Background: an optimization exercise with open tools, aiming at small area, a short achievable clock period and few clock cycles per item. Do not read the settings as production practice.
The RTL was checked by simulation tests, not by an equivalence proof against the original design.
Power figures rest on the tool's default switching activity, not on a simulated workload.

==> try-raven <==
// sclane_top
module sclane_top (
  input  wire logic        clk,
  input  wire logic        rst_n,
  input  wire logic        in_valid,
  output logic             in_ready,
  input  wire logic [48:0] in_data,
  output logic             out_valid,
  input  wire logic        out_ready,
  output logic [5:0]       out_data,
  input  wire logic        cfg_valid,
  output logic             cfg_ready,
  input  wire logic [1:0]  cfg_index,
  input  wire logic [15:0] cfg_data
);
export LEC_CHECK = 0
export CAP_MARGIN = 20
export CORE_MARGIN = 2
export CORE_UTILIZATION = 40
export SETUP_SLACK_MARGIN = 5
export SLEW_MARGIN = 20
export TNS_END_PERCENT = 100
create_clock -name core_clock -period 12.0 [get_ports {clk}]
run.sh (not shown) runs the stock make flow with config.mk's settings and CLKGATE_MAP_FILE= SYNTH_SCRIPT=/design/flow/synth_recipe.tcl, a recipe that flattens the netlist after the stock synthesis.
==> inputs of try-cedar, as changes to try-raven <==
--- a/flow/design.v
+++ b/flow/design.v
@@ -170,13 +170,13 @@
   logic [30:0] lb [NL];    
   logic stall;             
   logic outstall_r;
   typedef enum logic [2:0] {B_IDLE, B_PA, B_PB, B_FINAL, B_WRITE} bst_t;
   bst_t        bst;
   logic [4:0]  bcnt;
-  logic [31:0] bval, pk_r;
+  logic [31:0] bval, pk;
   logic        anyp_r;
   logic        probe;
   logic [NL-1:0] rcp;      
   logic [NL-1:0] lnz;
   logic [NL-1:0] rc_oh;
   logic          rc_go;
@@ -190,46 +190,38 @@
   end
   always_ff @(posedge clk) begin
     if (!rst_n)     rcp <= '0;
     else if (chg)   rcp <= lnz;
     else if (rc_go) rcp <= rcp & ~rc_oh;
   end
-  logic        s0_v, s0_rc, sk_v;
-  logic [48:0] s0_d, sk_d;
+  logic        s0_v, s0_rc;
+  logic [48:0] s0_d;
   logic        in_ready_r;
-  logic        acc, s0_en;
+  logic        acc, s0_en, s0_v_n;
+  logic        hold_pred;    
   assign acc      = in_valid && in_ready_r;
   assign in_ready = in_ready_r;
   assign s0_en    = !stall || !s0_v;
-  logic sk_v_n;
-  always_comb begin
-    sk_v_n = sk_v;
-    if (s0_en)    sk_v_n = 1'b0;
-    else if (acc) sk_v_n = 1'b1;
-  end
+  assign s0_v_n   = s0_en ? (acc || rc_go) : s0_v;
   always_ff @(posedge clk) begin
     if (!rst_n) begin
       s0_v <= 1'b0;
-      sk_v <= 1'b0;
       in_ready_r <= 1'b0;
     end else begin
-      if (s0_en) s0_v <= sk_v || acc || rc_go;
-      sk_v <= sk_v_n;
-      in_ready_r <= !sk_v_n && !cfg_valid && !chg &&
+      s0_v <= s0_v_n;
+      in_ready_r <= !(s0_v_n && hold_pred) && !cfg_valid && !chg &&
                     !(mbusy && mcnt != 2'd3) &&
                     ((rcp == '0) || (rc_go && (rcp & ~rc_oh) == '0));
     end
   end
   always_ff @(posedge clk) begin
     if (s0_en) begin
-      s0_rc <= !sk_v && rc_go;
-      if (sk_v)       s0_d <= sk_d;
-      else if (rc_go) s0_d <= {26'b0, enc(rc_oh), rc_x, 2'b0};
-      else            s0_d <= in_data;
+      s0_rc <= rc_go;
+      if (rc_go) s0_d <= {26'b0, enc(rc_oh), rc_x, 2'b0};
+      else       s0_d <= in_data;
     end
-    if (stall && s0_v && !sk_v) sk_d <= in_data;
   end
   logic        d1_v, d1_rc, d1_bot;
   logic [30:0] d1_t;
   logic [16:0] d1_den, d1_rem;
   logic [18:0] d1_den3;
   logic [1:0]  d1_q;
@@ -328,59 +320,54 @@
       d4_q    <= {d3_q, d4_st0[18:17], d4_st1[18:17]};
     end
   end
   logic [18:0] p_st;
   logic [15:0] p_q;
   logic        p_rnz, p_zero;
-  logic [64:0] p_key, p_ks, p_kv, p_w;
+  logic [64:0] p_key, p_ks, p_kv, p_w, p_sha;
+  logic [15:0] p_sh;
   always_comb begin
     p_st   = r4step(d4_rem, sw_r[1:0], d4_den, d4_den3);
     p_zero = (d4_den == '0);
     p_q    = p_zero ? 16'd0 : {d4_q, p_st[18:17]};
     p_rnz  = (p_st[16:0] != '0);
     p_key  = addc({1'b0, d4_t}, ~32'd10, 1'b1);
     p_ks   = addc({1'b0, d4_t}, ~{15'b0, (d4_bot ? kb_r : ks_r)}, 1'b1);
     p_kv   = addc(p_ks[31:0], {16'b0, (d4_bot ? 16'd0 : p_q)}, 1'b0);
     p_w    = addc({16'b0, d4_den[15:0]}, ~{16'b0, ww_r}, 1'b1);
+    p_sha  = addc({16'b0, sp_r}, {16'b0, ~p_q}, !p_rnz);
+    p_sh   = p_zero ? 16'd0 : p_sha[15:0];
   end
-  logic        c_v, c_rc, c_bot, c_none, c_nonev, c_rnz, c_zero;
+  logic        c_v, c_rc, c_bot, c_none, c_nonev;
   logic [30:0] c_t, c_key;
   logic [31:0] c_kv;
-  logic [15:0] c_q, c_w;
+  logic [15:0] c_sh, c_w;
   always_ff @(posedge clk) begin
     if (!rst_n) c_v <= 1'b0;
     else if (!stall) c_v <= d4_v;
     if (!stall) begin
       c_rc    <= d4_rc;
       c_bot   <= d4_bot;
       c_t     <= d4_t;
       c_key   <= p_key[30:0];
       c_none  <= !p_key[64];
       c_kv    <= p_kv[31:0];
       c_nonev <= !p_ks[64] && !p_kv[64];
-      c_q     <= p_q;
-      c_rnz   <= p_rnz;
-      c_zero  <= p_zero;
+      c_sh    <= p_sh;
       c_w     <= p_w[15:0];
     end
   end
   logic          s_v, s_bot;
   logic [30:0]   s_t;
   logic [15:0]   s_w, s_sh;
-  logic [NL-1:0] s_fit, s_fixoh;
-  logic          s_fnew;
-  logic [64:0] c_sh_add;
-  logic [15:0] c_sh;
-  always_comb begin
-    c_sh_add = addc({16'b0, sp_r}, {16'b0, ~c_q}, !c_rnz);
-    c_sh     = c_zero ? 16'd0 : c_sh_add[15:0];
-  end
+  logic [NL-1:0] s_fit;
   assign probe = (bst == B_PA) || (bst == B_FINAL);
+  assign pk    = (bst == B_FINAL) ? bval : (bval & ~(32'd1 << bcnt));
   logic [31:0] kv_eff;
   logic        nonev_eff, vbot;
-  assign kv_eff    = probe ? pk_r : c_kv;
+  assign kv_eff    = probe ? pk : c_kv;
   assign nonev_eff = c_nonev && !probe;
   assign vbot      = c_bot && !probe;
   logic [NL-1:0] c1, cv, fit;
   logic          fnew, c1_off;
   assign c1_off = c_bot || probe;
   always_comb begin
@@ -389,40 +376,43 @@
       cv[j]  = le32({1'b0, (vbot ? lb[j] : lt[j])}, kv_eff);
       fit[j] = amask[j] && cv[j] && !nonev_eff && (c1_off || (c1[j] && !c_none));
     end
     fnew = !c_nonev && le32({1'b0, s_t}, c_kv) &&
            (c_bot || (!c_none && sum_le(s_t, s_sh, c_key)));
   end
-  logic [NL-1:0] fitp, oh, we_oh;
-  logic          anyf, nf, sel_go;
+  logic [NL-1:0] fixv, fitx;
+  assign fixv = (s_bot == c_bot) ? we_oh : '0;
+  assign fitx = (fit & ~fixv) | (fixv & {NL{fnew}});
+  logic [NL-1:0] fitp, fo, oh, we_oh;
+  logic          anyf, nf, sel_go, go_base;
   logic [5:0]    res;
   always_comb begin
-    fitp   = (s_fit & ~s_fixoh) | (s_fixoh & {NL{s_fnew}});
-    anyf   = |fitp;
-    nf     = s_v && !s_bot && !anyf && (bst == B_IDLE);
-    stall  = outstall_r || nf || (bst != B_IDLE && bst != B_WRITE);
-    sel_go = s_v && !stall;
-    oh     = first_one(fitp);
-    oh[0]  = oh[0] | !anyf;
-    we_oh  = sel_go ? oh : '0;
-    res    = {enc(oh), (bst == B_WRITE)};
+    fitp    = s_fit;
+    anyf    = |fitp;
+    nf      = s_v && !s_bot && !anyf && (bst == B_IDLE);
+    stall   = outstall_r || nf || (bst != B_IDLE && bst != B_WRITE);
+    sel_go  = s_v && !stall;
+    fo      = first_one(fitp);
+    go_base = s_v && !outstall_r && (bst == B_IDLE || bst == B_WRITE);
+    we_oh   = go_base ? fo : '0;
+    we_oh[0] = we_oh[0] | (go_base && s_bot && !anyf);
+    oh      = fo;
+    oh[0]   = oh[0] | !anyf;
+    res     = {enc(oh), (bst == B_WRITE)};
   end
   always_ff @(posedge clk) begin
     if (!rst_n) s_v <= 1'b0;
     else if (!stall) s_v <= c_v && !c_rc;
     if (!stall) begin
       s_bot   <= c_bot;
       s_t     <= c_t;
       s_w     <= c_w;
       s_sh    <= c_sh;
-      s_fit   <= fit;
-      s_fixoh <= (s_bot == c_bot) ? we_oh : '0;
-      s_fnew  <= fnew;
+      s_fit   <= fitx;
     end else if (bst == B_FINAL) begin
       s_fit   <= fit;
-      s_fixoh <= '0;
     end
   end
   logic [31:0] bval_n;
   assign bval_n = anyp_r ? (bval & ~(32'd1 << bcnt)) : bval;
   always_ff @(posedge clk) begin
     if (!rst_n) begin
@@ -430,21 +420,19 @@
     end else begin
       case (bst)
         B_IDLE: if (nf) begin
           bst  <= B_PA;
           bval <= {1'b0, {31{1'b1}}};
           bcnt <= 5'd30;
-          pk_r <= {2'b0, {30{1'b1}}};
         end
         B_PA: begin
           anyp_r <= |fit;
           bst    <= B_PB;
         end
         B_PB: begin
           bval <= bval_n;
-          pk_r <= (bcnt == 5'd0) ? bval_n : (bval_n & ~(32'd1 << (bcnt - 1'b1)));
           bcnt <= bcnt - 1'b1;
           bst  <= (bcnt == 5'd0) ? B_FINAL : B_PA;
         end
         B_FINAL: bst <= B_WRITE;
         default: if (sel_go) bst <= B_IDLE;
       endcase
@@ -497,12 +485,16 @@
       ob_v <= ob_v_n;
       outstall_r <= o_v_n && ob_v_n;
     end
     if (!o_v || pop) o_d <= ob_v ? ob_d : res;
     if (sel_go && (ob_v || !(!o_v || pop))) ob_d <= res;
   end
+  logic nf_pred, busy_n;
+  assign nf_pred   = c_v && !c_rc && !c_bot && (fitx == '0);
+  assign busy_n    = (bst == B_IDLE && nf) || bst == B_PA || bst == B_PB;
+  assign hold_pred = (o_v_n && ob_v_n) || busy_n || nf_pred;
   assign out_valid = o_v;
   assign out_data  = o_d;
 endmodule
 `default_nettype wire
 `default_nettype none
 module sclane_top (
Settings changed: CORE_UTILIZATION 40 to 50.
==> inputs of try-quartz, as changes to try-raven <==
--- a/flow/design.v
+++ b/flow/design.v
@@ -170,13 +170,13 @@
   logic [30:0] lb [NL];    
   logic stall;             
   logic outstall_r;
   typedef enum logic [2:0] {B_IDLE, B_PA, B_PB, B_FINAL, B_WRITE} bst_t;
   bst_t        bst;
   logic [4:0]  bcnt;
-  logic [31:0] bval, pk_r;
+  logic [31:0] bval, pk;
   logic        anyp_r;
   logic        probe;
   logic [NL-1:0] rcp;      
   logic [NL-1:0] lnz;
   logic [NL-1:0] rc_oh;
   logic          rc_go;
@@ -190,46 +190,38 @@
   end
   always_ff @(posedge clk) begin
     if (!rst_n)     rcp <= '0;
     else if (chg)   rcp <= lnz;
     else if (rc_go) rcp <= rcp & ~rc_oh;
   end
-  logic        s0_v, s0_rc, sk_v;
-  logic [48:0] s0_d, sk_d;
+  logic        s0_v, s0_rc;
+  logic [48:0] s0_d;
   logic        in_ready_r;
-  logic        acc, s0_en;
+  logic        acc, s0_en, s0_v_n;
+  logic        hold_pred;    
   assign acc      = in_valid && in_ready_r;
   assign in_ready = in_ready_r;
   assign s0_en    = !stall || !s0_v;
-  logic sk_v_n;
-  always_comb begin
-    sk_v_n = sk_v;
-    if (s0_en)    sk_v_n = 1'b0;
-    else if (acc) sk_v_n = 1'b1;
-  end
+  assign s0_v_n   = s0_en ? (acc || rc_go) : s0_v;
   always_ff @(posedge clk) begin
     if (!rst_n) begin
       s0_v <= 1'b0;
-      sk_v <= 1'b0;
       in_ready_r <= 1'b0;
     end else begin
-      if (s0_en) s0_v <= sk_v || acc || rc_go;
-      sk_v <= sk_v_n;
-      in_ready_r <= !sk_v_n && !cfg_valid && !chg &&
+      s0_v <= s0_v_n;
+      in_ready_r <= !(s0_v_n && hold_pred) && !cfg_valid && !chg &&
                     !(mbusy && mcnt != 2'd3) &&
                     ((rcp == '0) || (rc_go && (rcp & ~rc_oh) == '0));
     end
   end
   always_ff @(posedge clk) begin
     if (s0_en) begin
-      s0_rc <= !sk_v && rc_go;
-      if (sk_v)       s0_d <= sk_d;
-      else if (rc_go) s0_d <= {26'b0, enc(rc_oh), rc_x, 2'b0};
-      else            s0_d <= in_data;
+      s0_rc <= rc_go;
+      if (rc_go) s0_d <= {26'b0, enc(rc_oh), rc_x, 2'b0};
+      else       s0_d <= in_data;
     end
-    if (stall && s0_v && !sk_v) sk_d <= in_data;
   end
   logic        d1_v, d1_rc, d1_bot;
   logic [30:0] d1_t;
   logic [16:0] d1_den, d1_rem;
   logic [18:0] d1_den3;
   logic [1:0]  d1_q;
@@ -372,15 +364,16 @@
   logic [15:0] c_sh;
   always_comb begin
     c_sh_add = addc({16'b0, sp_r}, {16'b0, ~c_q}, !c_rnz);
     c_sh     = c_zero ? 16'd0 : c_sh_add[15:0];
   end
   assign probe = (bst == B_PA) || (bst == B_FINAL);
+  assign pk    = (bst == B_FINAL) ? bval : (bval & ~(32'd1 << bcnt));
   logic [31:0] kv_eff;
   logic        nonev_eff, vbot;
-  assign kv_eff    = probe ? pk_r : c_kv;
+  assign kv_eff    = probe ? pk : c_kv;
   assign nonev_eff = c_nonev && !probe;
   assign vbot      = c_bot && !probe;
   logic [NL-1:0] c1, cv, fit;
   logic          fnew, c1_off;
   assign c1_off = c_bot || probe;
   always_comb begin
@@ -389,25 +382,28 @@
       cv[j]  = le32({1'b0, (vbot ? lb[j] : lt[j])}, kv_eff);
       fit[j] = amask[j] && cv[j] && !nonev_eff && (c1_off || (c1[j] && !c_none));
     end
     fnew = !c_nonev && le32({1'b0, s_t}, c_kv) &&
            (c_bot || (!c_none && sum_le(s_t, s_sh, c_key)));
   end
-  logic [NL-1:0] fitp, oh, we_oh;
-  logic          anyf, nf, sel_go;
+  logic [NL-1:0] fitp, fo, oh, we_oh;
+  logic          anyf, nf, sel_go, go_base;
   logic [5:0]    res;
   always_comb begin
-    fitp   = (s_fit & ~s_fixoh) | (s_fixoh & {NL{s_fnew}});
-    anyf   = |fitp;
-    nf     = s_v && !s_bot && !anyf && (bst == B_IDLE);
-    stall  = outstall_r || nf || (bst != B_IDLE && bst != B_WRITE);
-    sel_go = s_v && !stall;
-    oh     = first_one(fitp);
-    oh[0]  = oh[0] | !anyf;
-    we_oh  = sel_go ? oh : '0;
-    res    = {enc(oh), (bst == B_WRITE)};
+    fitp    = (s_fit & ~s_fixoh) | (s_fixoh & {NL{s_fnew}});
+    anyf    = |fitp;
+    nf      = s_v && !s_bot && !anyf && (bst == B_IDLE);
+    stall   = outstall_r || nf || (bst != B_IDLE && bst != B_WRITE);
+    sel_go  = s_v && !stall;
+    fo      = first_one(fitp);
+    go_base = s_v && !outstall_r && (bst == B_IDLE || bst == B_WRITE);
+    we_oh   = go_base ? fo : '0;
+    we_oh[0] = we_oh[0] | (go_base && s_bot && !anyf);
+    oh      = fo;
+    oh[0]   = oh[0] | !anyf;
+    res     = {enc(oh), (bst == B_WRITE)};
   end
   always_ff @(posedge clk) begin
     if (!rst_n) s_v <= 1'b0;
     else if (!stall) s_v <= c_v && !c_rc;
     if (!stall) begin
       s_bot   <= c_bot;
@@ -430,21 +426,19 @@
     end else begin
       case (bst)
         B_IDLE: if (nf) begin
           bst  <= B_PA;
           bval <= {1'b0, {31{1'b1}}};
           bcnt <= 5'd30;
-          pk_r <= {2'b0, {30{1'b1}}};
         end
         B_PA: begin
           anyp_r <= |fit;
           bst    <= B_PB;
         end
         B_PB: begin
           bval <= bval_n;
-          pk_r <= (bcnt == 5'd0) ? bval_n : (bval_n & ~(32'd1 << (bcnt - 1'b1)));
           bcnt <= bcnt - 1'b1;
           bst  <= (bcnt == 5'd0) ? B_FINAL : B_PA;
         end
         B_FINAL: bst <= B_WRITE;
         default: if (sel_go) bst <= B_IDLE;
       endcase
@@ -497,12 +491,16 @@
       ob_v <= ob_v_n;
       outstall_r <= o_v_n && ob_v_n;
     end
     if (!o_v || pop) o_d <= ob_v ? ob_d : res;
     if (sel_go && (ob_v || !(!o_v || pop))) ob_d <= res;
   end
+  logic nf_pred, busy_n;
+  assign nf_pred   = c_v && !c_rc && !c_bot && ((fit & ~we_oh) == '0);
+  assign busy_n    = (bst == B_IDLE && nf) || bst == B_PA || bst == B_PB;
+  assign hold_pred = (o_v_n && ob_v_n) || busy_n || nf_pred;
   assign out_valid = o_v;
   assign out_data  = o_d;
 endmodule
 `default_nettype wire
 `default_nettype none
 module sclane_top (
==> notes.md <==
post-CTS setup buffer count=42; leakage power=94.8 nW; overall die height=741 um; power share of the clock group=0.191; crit-path leading delay family=compound AO/OA/AOI/OAI gates; sequence of cells on the critical path=inv_1 -> ha_1 -> inv_1 -> nor3_1 -> buf_4 -> nor2_4 -> buf_4 -> buf_4 -> a22oi_1 -> nand3_1 -> o211ai_1 -> a21oi_1 -> maj3_2 -> o21a_1 -> o211a_1 -> a221o_1 -> a211o_1 -> nor4b_2 -> a21oi_1; worst vdd ir=474 uV; most frequent cells after synthesis=edfxtp_1 (3744), inv_1 (1489), nand2_1 (1331), a21oi_1 (1075), nor2_1 (1062); WL met3=81800 um; power per cell area=289 nW/um2; result of the run=no timing/DRC/antenna violations; worst flop-to-flop path endpoint=u_core.in_ready_r$_SDFF_PN0_; share of the synthesized area in compound gates (AO/OA/AOI/OAI)=0.140; Tapcells=7208; die area=549000 um2
The numbers above come from try-quartz.

==> notes.md <==
result of the run=no timing/DRC/antenna violations; post-CTS setup buffer count=24; share of the synthesized area in compound gates (AO/OA/AOI/OAI)=0.144; Tapcells=7261; die area=556000 um2; power share of the clock group=0.194; overall die height=745 um; power per cell area=284 nW/um2
The numbers above come from try-raven.

==> notes.md <==
result of the run=no timing/DRC/antenna violations; die area=441000 um2; overall die height=664 um; sequence of cells on the critical path=inv_1 -> ha_1 -> buf_4 -> nand3b_1 -> nor2_4 -> nor2_4 -> buf_4 -> or2_2 -> nand2_1 -> nand2_1 -> maj3_1 -> o21a_1 -> a21oi_2 -> nor2_1 -> o21ai_0 -> o2111ai_1 -> or4_1; power per cell area=294 nW/um2; WL met3=89800 um; crit-path leading delay family=simple AND/OR/NAND/NOR gates; power share of the clock group=0.183; Tapcells=5734; post-CTS setup buffer count=57; share of the synthesized area in compound gates (AO/OA/AOI/OAI)=0.150; leakage power=95.5 nW
The numbers above come from try-cedar.

Testbench counts of try-raven, summed over its fixed seeds: cycles 5,254, items 4,800.
Testbench counts of try-cedar, summed over its fixed seeds: cycles 5,254, items 4,800.
Testbench counts of try-quartz, summed over its fixed seeds: cycles 5,254, items 4,800.

[re-timing with driven ports]
How much do the figures lean on ideal ports? The routed layouts below were timed once more, with nothing changed but the port constraints.
Step 1: set_driving_cell puts a clkbuf_16 on clk and a buf_2 on each other input, an assumption about the parent block.
Step 2 moves the port delays by t, midway between the first and last clock arrival at a register: inputs arrive t later, outputs are due t later. That takes back most of the time a late clock gives input paths.
Three values: no drivers, after step 1, after step 2; two values: the first two.
| run | t (ns) | slack for setup (ns) | hold WS [ns] | worst slew at a driven data input, ns | cell pins on the clock port's net |
|---|---|---|---|---|---|
| try-raven | 1.162 | 4.818 / 4.818 / 4.818 | 0.395 / 0.395 / 0.395 | 0.23 | 1 |
| try-cedar | 1.116 | 4.795 / 4.795 / 4.795 | 0.355 / 0.355 / 0.355 | 0.13 | 1 |
| try-quartz | 1.155 | 4.852 / 4.852 / 4.852 | 0.394 / 0.394 / 0.394 | 0.10 | 1 |
After both steps every run listed still meets setup and hold.
